Source: an optimization exercise on an open RTL-to-GDS flow (aim: small area). Production flows keep margins and buffers that such runs may drop.
No functional check of the RTL was part of this run.
No activity file was given, so power comes from the tool's default toggle rates.

===== flow/config.mk =====
export PLATFORM = sky130hd
export DESIGN_NAME = writeBackStage
export DESIGN_NICKNAME = writeBackStage
export VERILOG_FILES = /design/flow/design.v
export SDC_FILE = /design/flow/constraint.sdc
export NUM_CORES = 4
export LEC_CHECK = 0
export CAP_MARGIN = 20
export CORE_MARGIN = 2
export CORE_UTILIZATION = 30
export CTS_BUF_LIST = sky130_fd_sc_hd__clkbuf_4 sky130_fd_sc_hd__clkbuf_8
export PLACE_DENSITY = 0.4
export SLEW_MARGIN = 20
export SYNTH_HIERARCHICAL = 1
export SYNTH_MINIMUM_KEEP_SIZE = 0

===== flow/constraint.sdc =====
create_clock -name core_clock -period 8.0 [get_ports {dCacheCoreBus}]
set_input_delay 1.6000 -clock core_clock [delete_from_list [all_inputs] [get_ports {dCacheCoreBus}]]
set_output_delay 1.6000 -clock core_clock [all_outputs]
set_load 0.01 [all_outputs]

===== flow/design.v =====
`default_nettype none
`default_nettype wire
`default_nettype none
package writeBackPkg;
	typedef enum logic [0:0] {
		dirRead  = 1'b0,
		dirWrite = 1'b1
	} reqDirE;
	typedef enum logic [0:0] {
		targetMemory = 1'b0,
		targetIo     = 1'b1
	} reqTargetE;
	typedef enum logic [0:0] {
		kindData  = 1'b0,
		kindInstr = 1'b1
	} reqKindE;
	typedef struct packed {
		reqDirE    dir;
		reqTargetE target;
		reqKindE   kind;
		logic [6:0] zero;
	} reqTagT;
	typedef enum logic [0:0] {
		stIdle   = 1'b0,
		stActive = 1'b1
	} storeStateE;
endpackage
`default_nettype wire
`timescale 1ns/1ps
`default_nettype none
module writeBackStage (
	input  wire logic                      dCacheCoreBus,
	input  wire logic                      arstN,
	input  wire logic                      canWriteBack,
	input  wire logic                      kill,
	input  wire logic [4-1:0]   srcReg1,
	input  wire logic                      srcReg1Valid,
	input  wire logic [4-1:0]   srcReg2,
	input  wire logic                      srcReg2Valid,
	input  wire logic [4-1:0]   destReg,
	input  wire logic [4-1:0]   destRegSpecial,
	input  wire logic                      destRegSpecialValid,
	input  wire logic                      isMemDest,
	input  wire logic [64-1:0]  memAddrDest,
	input  wire logic [64-1:0]  aluResult,
	input  wire logic [64-1:0]  aluResultSpecial,
	input  wire logic                      setInUse,
	input  wire logic [4-1:0]   setInUseReg,
	input  wire logic [4-1:0]   readAddr,
	input  wire logic                      reqAck,
	output logic      [64-1:0]  readData,
	output logic      [16-1:0]   inUseMap,
	output logic                           reqCyc,
	output logic      [64-1:0]  reqAddr,
	output logic      [64-1:0]  reqData,
	output writeBackPkg::reqTagT           reqTag,
	output logic                           stallOnMemWr,
	output logic                           writeBackSuccessful,
	output logic                           memFault
);
	localparam int NR = 16;
	localparam int DW = 64;
	logic       active;
	logic [3:0] count;
	logic       storeDone;
	logic       storeFault;
	logic       storeEnd;
	logic       isStore;
	logic       retire;
	logic       storeStart;
	assign isStore    = isMemDest && !kill;
	assign storeDone  = active && reqAck;
	assign storeFault = active && !reqAck && (count == 4'd15);
	assign storeEnd   = storeDone || storeFault;
	assign retire     = canWriteBack && (!isStore || storeEnd);
	assign storeStart = canWriteBack && isStore && !active;
	assign writeBackSuccessful = retire;
	assign stallOnMemWr        = canWriteBack && isStore && !storeEnd;
	assign reqCyc              = active;
	always_ff @(posedge dCacheCoreBus or negedge arstN) begin
		if (!arstN) begin
			active   <= 1'b0;
			memFault <= 1'b0;
		end else begin
			active   <= active ? !storeEnd : storeStart;
			memFault <= storeFault;
		end
	end
	always_ff @(posedge dCacheCoreBus) begin
		if (!active) begin
			count <= '0;
		end else if (count != 4'd15) begin
			count <= count + 1'b1;
		end
	end
	always_ff @(posedge dCacheCoreBus) begin
		if (storeStart) begin
			reqAddr <= memAddrDest;
			reqData <= aluResult;
		end
	end
	assign reqTag = 10'b10_0000_0000;
	logic          regWrEn;
	logic          specWrEn;
	logic          phase;
	logic [NR-1:0] wA;
	logic [NR-1:0] wS;
	logic [NR-1:0] selS;
	logic [NR-1:0] hold;
	logic [NR-1:0] written;
	logic [NR-1:0] rdSel;
	logic [DW-1:0] aluPh;
	logic [DW-1:0] specPh;
	logic [DW-1:0] regFile [NR];
	logic [DW-1:0] regNext [NR];
	logic [NR-1:0] rdBits [DW];
	assign regWrEn  = canWriteBack && !kill && !isMemDest;
	assign specWrEn = retire && !kill && destRegSpecialValid;
	always_comb begin
		for (int i = 0; i < NR; i++) begin
			wA[i]    = regWrEn && (destReg == i);
			wS[i]    = specWrEn && (destRegSpecial == i);
			selS[i]  = wS[i] && !wA[i];
			hold[i]  = !(wA[i] || wS[i]);
			rdSel[i] = written[i] && (readAddr == i);
		end
	end
	always_ff @(posedge dCacheCoreBus or negedge arstN) begin
		if (!arstN) begin
			written <= '0;
			phase   <= 1'b0;
		end else begin
			written <= written | wA | wS;
			phase   <= !phase;
		end
	end
	assign aluPh  = aluResult ^ {DW{phase}};
	assign specPh = aluResultSpecial ^ {DW{phase}};
	for (genvar i = 0; i < NR; i++) begin : gReg
		for (genvar b = 0; b < DW; b++) begin : gBit
			wbWriteBit uWr (
				.a(aluPh[b]), .aSel(wA[i]),
				.s(specPh[b]), .sSel(selS[i]),
				.q(regFile[i][b]), .qSel(hold[i]),
				.dN(regNext[i][b])
			);
			assign rdBits[b][i] = regFile[i][b];
		end
		always_ff @(posedge dCacheCoreBus) begin
			regFile[i] <= regNext[i];
		end
	end
	logic rdPhase;
	assign rdPhase = phase && (|rdSel);
	for (genvar b = 0; b < DW; b++) begin : gRd
		wbReadBit uRd (
			.sel(rdSel),
			.q(rdBits[b]),
			.phase(rdPhase),
			.d(readData[b])
		);
	end
	logic [NR-1:0] inUse;
	logic [NR-1:0] clearMask;
	logic [NR-1:0] setMask;
	always_comb begin
		for (int i = 0; i < NR; i++) begin
			setMask[i]   = setInUse && (setInUseReg == i);
			clearMask[i] = retire && ((destReg == i)
			             || (srcReg1Valid && (srcReg1 == i))
			             || (srcReg2Valid && (srcReg2 == i))
			             || (destRegSpecialValid && (destRegSpecial == i)));
		end
	end
	always_ff @(posedge dCacheCoreBus or negedge arstN) begin
		if (!arstN) begin
			inUse <= '0;
		end else begin
			inUse <= (inUse & ~clearMask) | setMask;
		end
	end
	assign inUseMap = inUse;
endmodule
`default_nettype wire
`default_nettype none
module wbWriteBit (
	input  wire logic a,
	input  wire logic aSel,
	input  wire logic s,
	input  wire logic sSel,
	input  wire logic q,
	input  wire logic qSel,
	output logic      dN
);
	assign dN = !((a & aSel) | (s & sSel) | (q & qSel));
endmodule
module wbAndOr3N (
	input  wire logic [2:0] sel,
	input  wire logic [2:0] q,
	output logic            yN
);
	assign yN = !(|(sel & q));
endmodule
module wbAndOr1N (
	input  wire logic sel,
	input  wire logic q,
	output logic      yN
);
	assign yN = !(sel & q);
endmodule
module wbReadJoin (
	input  wire logic [5:0] yN,
	input  wire logic       phase,
	output logic            d
);
	assign d = !(&yN) ^ phase;
endmodule
module wbReadBit (
	input  wire logic [16-1:0] sel,
	input  wire logic [16-1:0] q,
	input  wire logic                    phase,
	output logic                         d
);
	logic [5:0] yN;
	for (genvar k = 0; k < 5; k++) begin : gPart
		wbAndOr3N uPart (.sel(sel[3*k +: 3]), .q(q[3*k +: 3]), .yN(yN[k]));
	end
	wbAndOr1N uLast (.sel(sel[15]), .q(q[15]), .yN(yN[5]));
	wbReadJoin uJoin (.yN(yN), .phase(phase), .d(d));
endmodule
`default_nettype wire

===== flow/flow/run.sh =====
#!/bin/bash
set -euo pipefail
bash standard.sh \
  "BUFFER_PORTS_ARGS=-buffer_cell sky130_fd_sc_hd__buf_1" \
  "CTS_ARGS=-sink_clustering_enable -repair_clock_nets -dont_use_dummy_load -buf_list {sky130_fd_sc_hd__clkbuf_4 sky130_fd_sc_hd__clkbuf_8}" \
  finish > flow_make.log 2>&1

===== flow/standard.sh =====
#!/bin/bash
# synth_recipe.tcl (not shown) runs the flow's synth.tcl, then flattens the netlist and writes it again
# the make line also repeats each setting of config.mk as NAME=value (left out here)
make -C /OpenROAD-flow-scripts/flow DESIGN_CONFIG=/design/flow/config.mk WORK_HOME=/design/flow/orfs CLKGATE_MAP_FILE= SYNTH_SCRIPT=/design/flow/synth_recipe.tcl "${@:-finish}"

==> flow_summary.yaml <==
cts:
  clk_latency_ps: 920
  post_cts_buffers: 0
  clk_pin_slew_ps: 50
  cts_hold_buffers: 0
  cts_root_buf: "clkbuf_8"
  cts_made_buffers: 211
  tritoncts: "built"
  clockBufferDepth: 3
  htree_levels: 4
  cts.sinks: 1191
  cts_resized: 0
detailed_routing:
  post_drt_wl_per_cell_microns: 37.36
  vias_per_cell: 7.201
  drt_iter0_drc: 11141
  finalWirelength_microns: 224600
  drc: 0
  vias: 43300
  ant_nets: 0
  first_pass_iters: 14
floorplan:
  row_count: 140
  fp.dieW_microns: 385.7
  io_pins: 448
  fp.dieH_microns: 385.7
  start_util: 0.3010
  dieArea_sq_um: 148700
  core_area_sq_um: 145200
critical_path:
  crit_arrival_ps: 4610
  r2r_end: "regFile[8][35]$_DFF_P_"
  cp-start-kind: "input port"
  r2r-start: "phase$_DFF_PN0_"
  r2r_cells: 5
  crit_fanout: 44
  reg2reg_slack_ps: 3830
  cp.required_ps: 6400
  setup.worst_path.class: "input port to primary output"
  critPathLaunch: "readAddr[2]"
  endpoint_kind: "primary output"
timing:
  setup-violations-final: 0
  slew_headroom: 0.1963
  tightest_slew_ps: 1206
  hold_ws_ps: 458.2
  finalSetupTns_ps: 0
  hold_viol: 0
  fin_crit_sh: 0.7766
  fin_crit_ps: 6213
  fin_skew_ps: 83.75
  fmax_mhz: 161.0
  drv_slew: 0
  rsz0062_at_grt: "no"
grt:
  grt_max_degree: 99
  track_usage: 0.2876
  antenna_found_initial: 5
  first_global_vias: 42522
  grt-ovfl-total: 0
  grt_pass1_wl_microns: 314800
final_layout:
  layout_commonest_cell: "a222oi_1"
  area.sequential_sq_um: 25300
  syn2layout_area_growth_pct: 20.71
  multi_input_area_sq_um: 19050
  layout-drive-gt1-share: 0.1463
  fillCellCount: 14366
  layout.cells.non_filler: 6013
  mostFrequentLayoutCells: "a222oi_1 (1344), dfxtp_1 (1028), buf_1 (436)"
  finalNetCount: 4323
placed_design:
  dp_hpwl_microns: 119600
  dp_cells: 5800
  gp_congestion: 0.7832
  portBuffers: 437
synthesis:
  synth_top_cell_area_share: 0.4709
  synth-edff-count: 128
  synth_area_per_cell_sq_um: 13.26
  synth_cell_types: 53
  synthFlopType: "dfxtp_1"
  synth_seq_cells: 1191
  syn-instance-count: 3296
  yosys.area.top_type: "dfxtp_1"
  async_flop_share: 0.02939
  ys_warn_count: 12
  yosys-top-cells-area: "dfxtp_1 (47%), a222oi_1 (31%), edfxtp_1 (8.8%)"
  ys_seq_area_frac: 0.5789
  syn_area_sq_um: 43700
pwr:
  power_frac_seq: 0.538
  vdd_drop_max_mv: 0.1231
  power_density_nw_per_um2: 286.4
  intPower_w: 0.01088
  p_leak_nw: 17.78
  p_sw_w: 0.004227
  clkPwrFrac: 0.310
  swShare: 0.2798
  combPwrFrac: 0.152
outcome:
  outcome: "complete, no violations"
min_path:
  min_path_cells: 1
  worstHoldStart: "regFile[1][51]$_DFF_P_"
  hold_class: "flip-flop to flip-flop"
  hold_path_end: "regFile[1][51]$_DFF_P_"
flow_run:
  cap_viol_max_count: 0
==> worst max path at each step <==
stage,slack (ps),cells after the start,to
finish,1790,9,readData[20]
global route,1730,9,readData[20]
CTS,1860,9,readData[19]
detailed placement,1860,9,readData[20]
global placement,1900,9,readData[19]
floorplan,1440,5,readData[0]
==> metal layers <==
layer,global-route usage,part of all wire
met1,0.3898,0.41
met2,0.4517,0.45
met5,0,0
met3,0.05894,0.11
met4,0.1034,0.030
==> sequential cells by signal, summed over array words and instances, names as in the netlist, 4 cells and up <==
name and count:
regFile 1024, inUse 16, written 16, reqAddr 64
count 4, reqData 64
==> worst max-delay path, stage by stage <==
cell and delay [ps]:
buf_1 400, nor2b_1 320, and3_4 840, buf_4 560, a222oi_1 170, nand4_1 250, nor2_2 50, xnor2_1 160
buf_1 230
==> power by group through the flow <==
stage / clock network, W / logic, W / registers, W
6_report: 0.00468 / 0.00230 / 0.00813
4_1_cts: 0.00480 / 0.00231 / 0.00809
3_5_place_dp: 0 / 0.00230 / 0.00820
3_3_place_gp: 0 / 0.00225 / 0.00823
2_1_floorplan: 0 / 0.00163 / 0.00802
5_1_grt: 0.00504 / 0.00251 / 0.00826
==> modules after synthesis, one instance, submodules excluded, excerpt <==
module / flip-flops and latches / cell area (sq um) / cells / copies in the design
writeBackStage: 1191 / 28410 / 1632 / 1
wbAndOr1N: 0 / 3.754 / 1 / 64
wbReadJoin: 0 / 25.02 / 4 / 64
wbWriteBit: 0 / 10.01 / 1 / 1024
wbAndOr3N: 0 / 10.01 / 1 / 320
==> synth_stat cells, types with 15 or more instances <==
cell type,count
nor3_1,24
a21oi_1,16
nor2_1,32
and3_1,23
nand4_1,65
buf_2,17
a222oi_1,1344
nor2b_1,15
xor2_1,128
dfxtp_1,1028
nor2_2,64
a211o_1,16
dfrtp_1,35
nand2_1,147
edfxtp_1,128
xnor2_1,65
==> cell families after synthesis <==
group	after synthesis	synth area share
AOI/OAI and AO/OA	1435	0.3245
xor gates and xnor gates	193	0.03868
adders and majority gates	1	0.0002862
buffers and inverters	50	0.006069
DFF	1191	0.5789
muxes	8	0.002405
other	2	0.0001718
and+or+nand+nor	416	0.04904
==> stage by stage <==
step,setup slack (ps),power [W],instance area (sq um),utilization
after floorplan,1440,0.009647,43750,-
after global placement,1905,0.01048,49710,0.3423
after detailed placement,1863,0.01050,49840,0.3432
after CTS,1862,0.01520,52740,0.3632
after global routing,1728,0.01581,52760,0.3633
final,1787,0.01511,52760,0.3633
==> layout make-up <==
type | count | area share
Sequential cell | 1191 | 0.4796
Timing Repair Buffer | 623 | 0.05830
Clock buffer | 211 | 0.05505
Antenna cell | 2 | 0.00009487
Inverter | 6 | 0.0004269
Multi-Input combinational cell | 2063 | 0.3610
Tap cell | 1917 | 0.04547

-- port drivers added, routing unchanged --
How much do the figures lean on ideal ports? The routed layout below was timed once more, with nothing changed but the port constraints. Step 1, drivers: a clkbuf_16 drives dCacheCoreBus and a buf_2 each remaining input, both assumed. Step 2, shift: input delay + t, output delay - t, t = (earliest + latest rising clock arrival at the registers) / 2. This alone moves slack from input paths to output paths. Three values: ideal ports, drivers, drivers and shift; two values: the first two.
shift t [ns]: 0.942
slack for setup (ns): 1.787 / 1.716 / 1.716
worst slew at a driven data input, ns: 0.08
After both steps setup and hold are still met in this run. The setup slack of this run moves by -0.071 ns with the drivers and by -0.071 ns with both steps.
